From an optimization exercise on the open Yosys and OpenROAD flow, aimed at small area and a short achievable clock period; shortcuts taken in it are not production practice. Only simulation tests tie the RTL to the original design; equivalence was not proved. Power figures rest on the tool's default switching activity, not on a simulated workload.

== main ==
==> flow/design.v <==
module mic_pdm_core #(
  parameter int CLK_DIV = 4,
  parameter int DECIM   = 128,
  parameter int FIFO_AW = 9
) (
  input  logic        clk,
  input  logic        reset,
  input  logic        cs,
  input  logic        read,
  input  logic        write,
  input  logic [4:0]  addr,
  input  logic [31:0] wr_data,
  output logic [31:0] rd_data,
  output logic        mic_clk,
  input  logic        mic_data,
  output logic        mic_lrsel
);
  localparam int W     = $clog2(DECIM + 1);
  localparam int BW    = $clog2(DECIM);
  localparam int DW    = $clog2(CLK_DIV);
  localparam int DEPTH = 2 ** FIFO_AW;
  localparam int CW    = FIFO_AW + 1;
  localparam int GAW   = FIFO_AW - 2;          
  localparam int NG    = 2 ** GAW;             
  localparam int CODEW = 29;                   
  localparam int TB    = 3;                    
  localparam int NTAP  = NG >> TB;
  localparam int QG    = 3;                    
  localparam logic [DW-1:0] DIV_LAST = DW'(CLK_DIV - 1);
  localparam logic [BW-1:0] BIT_LAST = BW'(DECIM - 1);
  logic          en;
  logic          clk_q;
  logic [DW-1:0] div;
  logic          sync1;
  logic          sync2;
  logic [BW-1:0] bit_cnt;
  logic [W-1:0]  ones_cnt;
  logic               ovf;
  logic [CW-1:0]      count;
  logic               empty_q;   
  logic               full_q;    
  logic               c1_q;      
  logic [FIFO_AW-1:0] tidx;      
  logic [FIFO_AW-1:0] xidx;      
  logic [GAW-1:0]     ph;        
  logic [W-1:0]       stage_q [4];         
  logic [W-1:0]       h0_q;      
  logic [CODEW-1:0]   ring [NG];
  logic [CODEW-1:0]   gq [QG];   
  logic [1:0]         gwp, grp;  
  logic [1:0]         gcnt;      
  logic               g_empty, g_full;
  logic [GAW-1:0]     fpos;      
  logic               at_tap;    
  logic [GAW:0]       na;        
  logic               na_eq1, na_ge2;
  logic         sel_w;
  logic         pop_req;
  logic         ctl_wr;
  logic         clr_fifo;
  logic         clr_ovf;
  logic         wrap;
  logic         capture;
  logic         push;
  logic [W-1:0] sample;
  logic         do_pop;
  logic         do_push;
  logic         ovf_evt;
  logic         inc_c, dec_c;
  logic         complete;
  logic         newgrp;
  logic         ins;
  logic [CODEW-1:0] stage_code;
  logic [CODEW-1:0] tap_code;
  logic         fetch_ring, fetch_stage, fetch;
  logic         xcross, deq, fadv;
  logic         inc_na, dec_na, inc_g, dec_g;
  logic [W-1:0] qval;
  logic [W-1:0] second;
  logic         unused;
  function automatic logic [CODEW-1:0] enc(input logic [W-1:0] v0, input logic [W-1:0] v1,
                                           input logic [W-1:0] v2, input logic [W-1:0] v3);
    logic [3:0] m;
    logic       any;
    logic       mv1, mv2, mv3;
    m   = {v3[7], v2[7], v1[7], v0[7]};
    any = |m;
    mv1 = any & ~m[0] & m[1];
    mv2 = any & ~m[0] & ~m[1] & m[2];
    mv3 = any & ~m[0] & ~m[1] & ~m[2];
    enc = {any,
           mv3 ? v0[6:0] : v3[6:0],
           mv2 ? v0[6:0] : v2[6:0],
           mv1 ? v0[6:0] : v1[6:0],
           any ? {3'b000, m} : v0[6:0]};
  endfunction
  function automatic logic [W-1:0] dec(input logic [CODEW-1:0] c, input logic [1:0] lane);
    logic       any;
    logic [3:0] m;
    logic [6:0] f0;
    any = c[28];
    m   = c[3:0];
    if (lane == 2'd0) begin
      if (!any)      f0 = c[6:0];
      else if (m[1]) f0 = c[13:7];
      else if (m[2]) f0 = c[20:14];
      else           f0 = c[27:21];
      dec = (any & m[0]) ? 8'd128 : {1'b0, f0};
    end else begin
      dec = (any & m[lane]) ? 8'd128 : {1'b0, c[7*lane +: 7]};
    end
  endfunction
  assign unused    = &{1'b0, read, addr[4:2], wr_data[31:3]};
  assign mic_lrsel = 1'b0;
  assign mic_clk   = clk_q;
  assign sel_w    = cs & write;
  assign pop_req  = sel_w & (addr[1:0] == 2'd2);
  assign ctl_wr   = sel_w & (addr[1:0] == 2'd3);
  assign clr_fifo = ctl_wr & wr_data[1];
  assign clr_ovf  = ctl_wr & wr_data[2];
  always_ff @(posedge clk or posedge reset) begin
    if (reset) begin
      en <= 1'b0;
    end else if (ctl_wr) begin
      en <= wr_data[0];
    end
  end
  assign wrap    = en && (div == DIV_LAST);
  assign capture = wrap && clk_q;
  always_ff @(posedge clk or posedge reset) begin
    if (reset) begin
      div   <= '0;
      clk_q <= 1'b0;
    end else if (!en) begin
      div   <= '0;
      clk_q <= 1'b0;
    end else begin
      div <= div + DW'(1);
      if (wrap) clk_q <= ~clk_q;
    end
  end
  always_ff @(posedge clk or posedge reset) begin
    if (reset) begin
      sync1 <= 1'b0;
      sync2 <= 1'b0;
    end else begin
      sync1 <= mic_data;
      sync2 <= sync1;
    end
  end
  assign push   = capture && (bit_cnt == BIT_LAST);
  assign sample = ones_cnt + W'(sync2);
  always_ff @(posedge clk or posedge reset) begin
    if (reset) begin
      bit_cnt  <= '0;
      ones_cnt <= '0;
    end else if (!en) begin
      bit_cnt  <= '0;
      ones_cnt <= '0;
    end else if (capture) begin
      bit_cnt <= bit_cnt + BW'(1);
      if (bit_cnt == BIT_LAST) begin
        ones_cnt <= '0;
      end else begin
        ones_cnt <= sample;
      end
    end
  end
  assign do_pop  = pop_req & ~empty_q;
  assign do_push = push & (~full_q | do_pop);
  assign ovf_evt = push & full_q & ~do_pop;
  assign inc_c = do_push & ~do_pop;
  assign dec_c = do_pop & ~do_push;
  always_ff @(posedge clk or posedge reset) begin
    if (reset) begin
      count   <= '0;
      empty_q <= 1'b1;
      full_q  <= 1'b0;
      c1_q    <= 1'b0;
    end else if (clr_fifo) begin
      count   <= '0;
      empty_q <= 1'b1;
      full_q  <= 1'b0;
      c1_q    <= 1'b0;
    end else if (inc_c) begin
      count   <= count + CW'(1);
      empty_q <= 1'b0;
      full_q  <= (count == CW'(DEPTH - 1));
      c1_q    <= empty_q;
    end else if (dec_c) begin
      count   <= count - CW'(1);
      empty_q <= c1_q;
      full_q  <= 1'b0;
      c1_q    <= (count == CW'(2));
    end
  end
  assign complete = (tidx[1:0] == 2'd3);
  assign newgrp   = do_push & complete;
  always_ff @(posedge clk or posedge reset) begin
    if (reset) begin
      tidx <= '1;
      xidx <= FIFO_AW'(1);
      ph   <= '0;
    end else if (clr_fifo) begin
      tidx <= '1;
      xidx <= FIFO_AW'(1);
      ph   <= '0;
    end else begin
      if (do_push) tidx <= tidx + FIFO_AW'(1);
      if (do_pop)  xidx <= xidx + FIFO_AW'(1);
      ph <= ph + GAW'(1);
    end
  end
  always_ff @(posedge clk) begin
    for (int l = 0; l < 4; l++) begin
      if (do_push && (tidx[1:0] == 2'(l - 1))) stage_q[l] <= sample;
    end
  end
  assign stage_code = enc(stage_q[0], stage_q[1], stage_q[2], stage_q[3]);
  assign ins = complete & (ph == tidx[FIFO_AW-1:2]);
  always_ff @(posedge clk) begin
    ring[NG-1] <= ins ? stage_code : ring[0];
    for (int p = 0; p < NG - 1; p++) ring[p] <= ring[p+1];
  end
  assign xcross      = do_pop & (xidx[1:0] == 2'd3);
  assign fetch_ring  = na_ge2 & at_tap;
  assign fetch_stage = na_eq1 & complete;
  assign fetch       = (fetch_ring | fetch_stage) & (~g_full | xcross) & ~clr_fifo;
  assign deq         = xcross & (~g_empty | fetch);
  assign fadv        = fetch | (xcross & g_empty);
  assign tap_code    = ring[(2 ** TB) * fpos[GAW-1:TB]];
  assign inc_na      = newgrp & ~fadv;
  assign dec_na      = fadv & ~newgrp;
  assign inc_g       = fetch & ~deq;
  assign dec_g       = deq & ~fetch;
  always_ff @(posedge clk) begin
    if (fetch) gq[gwp] <= na_ge2 ? tap_code : stage_code;
  end
  always_ff @(posedge clk or posedge reset) begin
    if (reset) begin
      gwp    <= '0;
      grp    <= '0;
      fpos   <= '0;
      at_tap <= 1'b1;
    end else if (clr_fifo) begin
      gwp    <= '0;
      grp    <= '0;
      fpos   <= '0;
      at_tap <= 1'b1;
    end else begin
      if (fetch) gwp <= (gwp == 2'(QG - 1)) ? 2'd0 : gwp + 2'd1;
      if (deq)   grp <= (grp == 2'(QG - 1)) ? 2'd0 : grp + 2'd1;
      if (!fadv) begin
        fpos   <= fpos - GAW'(1);
        at_tap <= (fpos[TB-1:0] == TB'(1));
      end
    end
  end
  always_ff @(posedge clk or posedge reset) begin
    if (reset) begin
      gcnt    <= '0;
      g_empty <= 1'b1;
      g_full  <= 1'b0;
    end else if (clr_fifo) begin
      gcnt    <= '0;
      g_empty <= 1'b1;
      g_full  <= 1'b0;
    end else if (inc_g) begin
      gcnt    <= gcnt + 2'd1;
      g_empty <= 1'b0;
      g_full  <= (gcnt == 2'(QG - 1));
    end else if (dec_g) begin
      gcnt    <= gcnt - 2'd1;
      g_empty <= (gcnt == 2'd1);
      g_full  <= 1'b0;
    end
  end
  always_ff @(posedge clk or posedge reset) begin
    if (reset) begin
      na     <= '0;
      na_eq1 <= 1'b0;
      na_ge2 <= 1'b0;
    end else if (clr_fifo) begin
      na     <= '0;
      na_eq1 <= 1'b0;
      na_ge2 <= 1'b0;
    end else if (inc_na) begin
      na     <= na + (GAW+1)'(1);
      na_eq1 <= (na == '0);
      na_ge2 <= na_ge2 | na_eq1;
    end else if (dec_na) begin
      na     <= na - (GAW+1)'(1);
      na_eq1 <= (na == (GAW+1)'(2));
      na_ge2 <= na_ge2 & (na != (GAW+1)'(2));
    end
  end
  assign qval   = dec(gq[grp], xidx[1:0]);
  assign second = g_empty ? stage_q[xidx[1:0]] : qval;
  always_ff @(posedge clk or posedge reset) begin
    if (reset) begin
      h0_q <= '0;
    end else if (clr_fifo) begin
      h0_q <= '0;
    end else if (do_pop) begin
      if (c1_q) h0_q <= do_push ? sample : '0;
      else      h0_q <= second;
    end else if (do_push && empty_q) begin
      h0_q <= sample;
    end
  end
  always_ff @(posedge clk or posedge reset) begin
    if (reset) begin
      ovf <= 1'b0;
    end else if (ovf_evt) begin
      ovf <= 1'b1;
    end else if (clr_ovf) begin
      ovf <= 1'b0;
    end
  end
  mic_pdm_rd_b0 u_rd0 (
    .a0(addr[0]), .a1(addr[1]), .h(h0_q[0]), .s(empty_q), .e(en), .y(rd_data[0])
  );
  mic_pdm_rd_lo u_rd1 (.a0(addr[0]), .a1(addr[1]), .h(h0_q[1]), .s(full_q), .y(rd_data[1]));
  mic_pdm_rd_lo u_rd2 (.a0(addr[0]), .a1(addr[1]), .h(h0_q[2]), .s(ovf),    .y(rd_data[2]));
  mic_pdm_rd_lo u_rd3 (.a0(addr[0]), .a1(addr[1]), .h(h0_q[3]), .s(en),     .y(rd_data[3]));
  for (genvar k = 4; k < W; k++) begin : g_rdh
    mic_pdm_rd_head u_rd (.a0(addr[0]), .a1(addr[1]), .d(h0_q[k]), .y(rd_data[k]));
  end
  for (genvar k = 0; k < CW; k++) begin : g_rdc
    mic_pdm_rd_cnt u_rd (.a0(addr[0]), .a1(addr[1]), .d(count[k]), .y(rd_data[8+k]));
  end
  assign rd_data[31:8+CW] = '0;
endmodule
module mic_pdm_rd_b0 (
  input  logic a0,
  input  logic a1,
  input  logic h,
  input  logic s,
  input  logic e,
  output logic y
);
  assign y = a1 ? e : (a0 ? s : h);
endmodule
module mic_pdm_rd_lo (
  input  logic a0,
  input  logic a1,
  input  logic h,
  input  logic s,
  output logic y
);
  assign y = ~a1 & (a0 ? s : h);
endmodule
module mic_pdm_rd_head (
  input  logic a0,
  input  logic a1,
  input  logic d,
  output logic y
);
  assign y = d & ~a0 & ~a1;
endmodule
module mic_pdm_rd_cnt (
  input  logic a0,
  input  logic a1,
  input  logic d,
  output logic y
);
  assign y = d & a0 & ~a1;
endmodule
==> flow/config.mk <==
export PLATFORM = sky130hd
export DESIGN_NAME = mic_pdm_core
export DESIGN_NICKNAME = mic_pdm_core
export VERILOG_FILES = /design/flow/design.v
export SDC_FILE = /design/flow/constraint.sdc
export NUM_CORES = 4
export LEC_CHECK = 0
export ABC_AREA = 1
export CAP_MARGIN = 20
export CORE_MARGIN = 2
export CORE_UTILIZATION = 70
export SETUP_SLACK_MARGIN = 4.1
export SLEW_MARGIN = 20
export SYNTH_HIERARCHICAL = 1
export SYNTH_MINIMUM_KEEP_SIZE = 0
==> flow/constraint.sdc <==
create_clock -name core_clock -period 7.5 [get_ports {clk}]
set_input_delay 1.5000 -clock core_clock [delete_from_list [all_inputs] [get_ports {clk}]]
set_output_delay 1.5000 -clock core_clock [all_outputs]
set_load 0.01 [all_outputs]
standard.sh (not shown) runs the stock make flow with config.mk's settings and CLKGATE_MAP_FILE= SYNTH_SCRIPT=/design/flow/synth_recipe.tcl, a recipe that flattens the netlist after the stock synthesis.
==> flow/flow/run.sh <==
#!/bin/bash
# Standard ORFS layout; only the clock tree synthesis arguments differ:
# larger sink clusters and no dummy loads.
set -euo pipefail
export CTS_ARGS="-sink_clustering_enable -repair_clock_nets -dont_use_dummy_load -sink_clustering_size 30 -sink_clustering_max_diameter 60"
bash standard.sh > standard.log 2>&1
## Diff of input files: the feature branch against main
diff --git a/flow/design.v b/flow/design.v
--- a/flow/design.v
+++ b/flow/design.v
@@ -16,8 +16,8 @@
   output logic        mic_lrsel
 );
   localparam int W     = $clog2(DECIM + 1);
-  localparam int BW    = $clog2(DECIM);
-  localparam int DW    = $clog2(CLK_DIV);
+  localparam int BW    = (DECIM > 1) ? $clog2(DECIM) : 1;
+  localparam int DW    = (CLK_DIV > 1) ? $clog2(CLK_DIV) : 1;
   localparam int DEPTH = 2 ** FIFO_AW;
   localparam int CW    = FIFO_AW + 1;
   localparam int GAW   = FIFO_AW - 2;          
@@ -135,8 +135,12 @@
       div   <= '0;
       clk_q <= 1'b0;
     end else begin
-      div <= div + DW'(1);
-      if (wrap) clk_q <= ~clk_q;
+      if (wrap) begin
+        div   <= '0;
+        clk_q <= ~clk_q;
+      end else begin
+        div   <= div + DW'(1);
+      end
     end
   end
   always_ff @(posedge clk or posedge reset) begin
@@ -158,10 +162,11 @@
       bit_cnt  <= '0;
       ones_cnt <= '0;
     end else if (capture) begin
-      bit_cnt <= bit_cnt + BW'(1);
       if (bit_cnt == BIT_LAST) begin
+        bit_cnt  <= '0;
         ones_cnt <= '0;
       end else begin
+        bit_cnt  <= bit_cnt + BW'(1);
         ones_cnt <= sample;
       end
     end
## What came out
Met1 track utilization from global routing (higher): main
The feature branch and main ended up with nearly the same final instance area.
Sequential fraction of total cell area of the feature branch is on par with main.
main → the feature branch: final total power flat; die outline height level; total routing resource utilization after global routing dropped 0.44 points.
The feature branch ended with more final critical-path share of the clock period than main.
A routing layer with the top usage in global route of met1 is what main shows, while met2 belongs to the feature branch.
Core utilization across the feature branch and main: no real change.
The final net count of main and that of the feature branch are within noise of each other.
~same instance area after placement in the feature branch and main
main was routed with more vias than the feature branch.
Against main, the feature branch comes in about 2% lower on total routed wirelength.
The feature branch ends up with a smallest setup slack after layout that is 0.14 ns lower than in main.
As far as die width is concerned, main and the feature branch perform about the same.

==> separate check: timing with driven ports <==
How much do the figures lean on ideal ports? The routed layouts below were timed once more, with nothing changed but the port constraints. Step 1 assumes that a clkbuf_16 drives the clock port and a buf_2 every other input. Step 2 times the ports against the registers' clock, not the clock port: input delays grow and output delays shrink by t, the midpoint of the rising clock arrivals with the driver on. Slacks: ideal / step 1 / step 2; pairs: ideal / step 1.
run | shift t [ns] | setup slack, ns | worst setup path at the end | clock arrival spread, ns | worst slew at a driven data input, ns
main | 0.835 | 4.049 / 3.831 / 3.502 | input to register | 0.099 / 0.099 | 0.23
the feature branch | 0.852 | 3.912 / 3.821 / 3.399 | input to register | 0.090 / 0.089 | 0.16
After both steps every run listed still meets setup and hold. For main, which loses most, drivers alone change the setup slack by -0.218 ns; drivers and shift together by -0.547 ns.
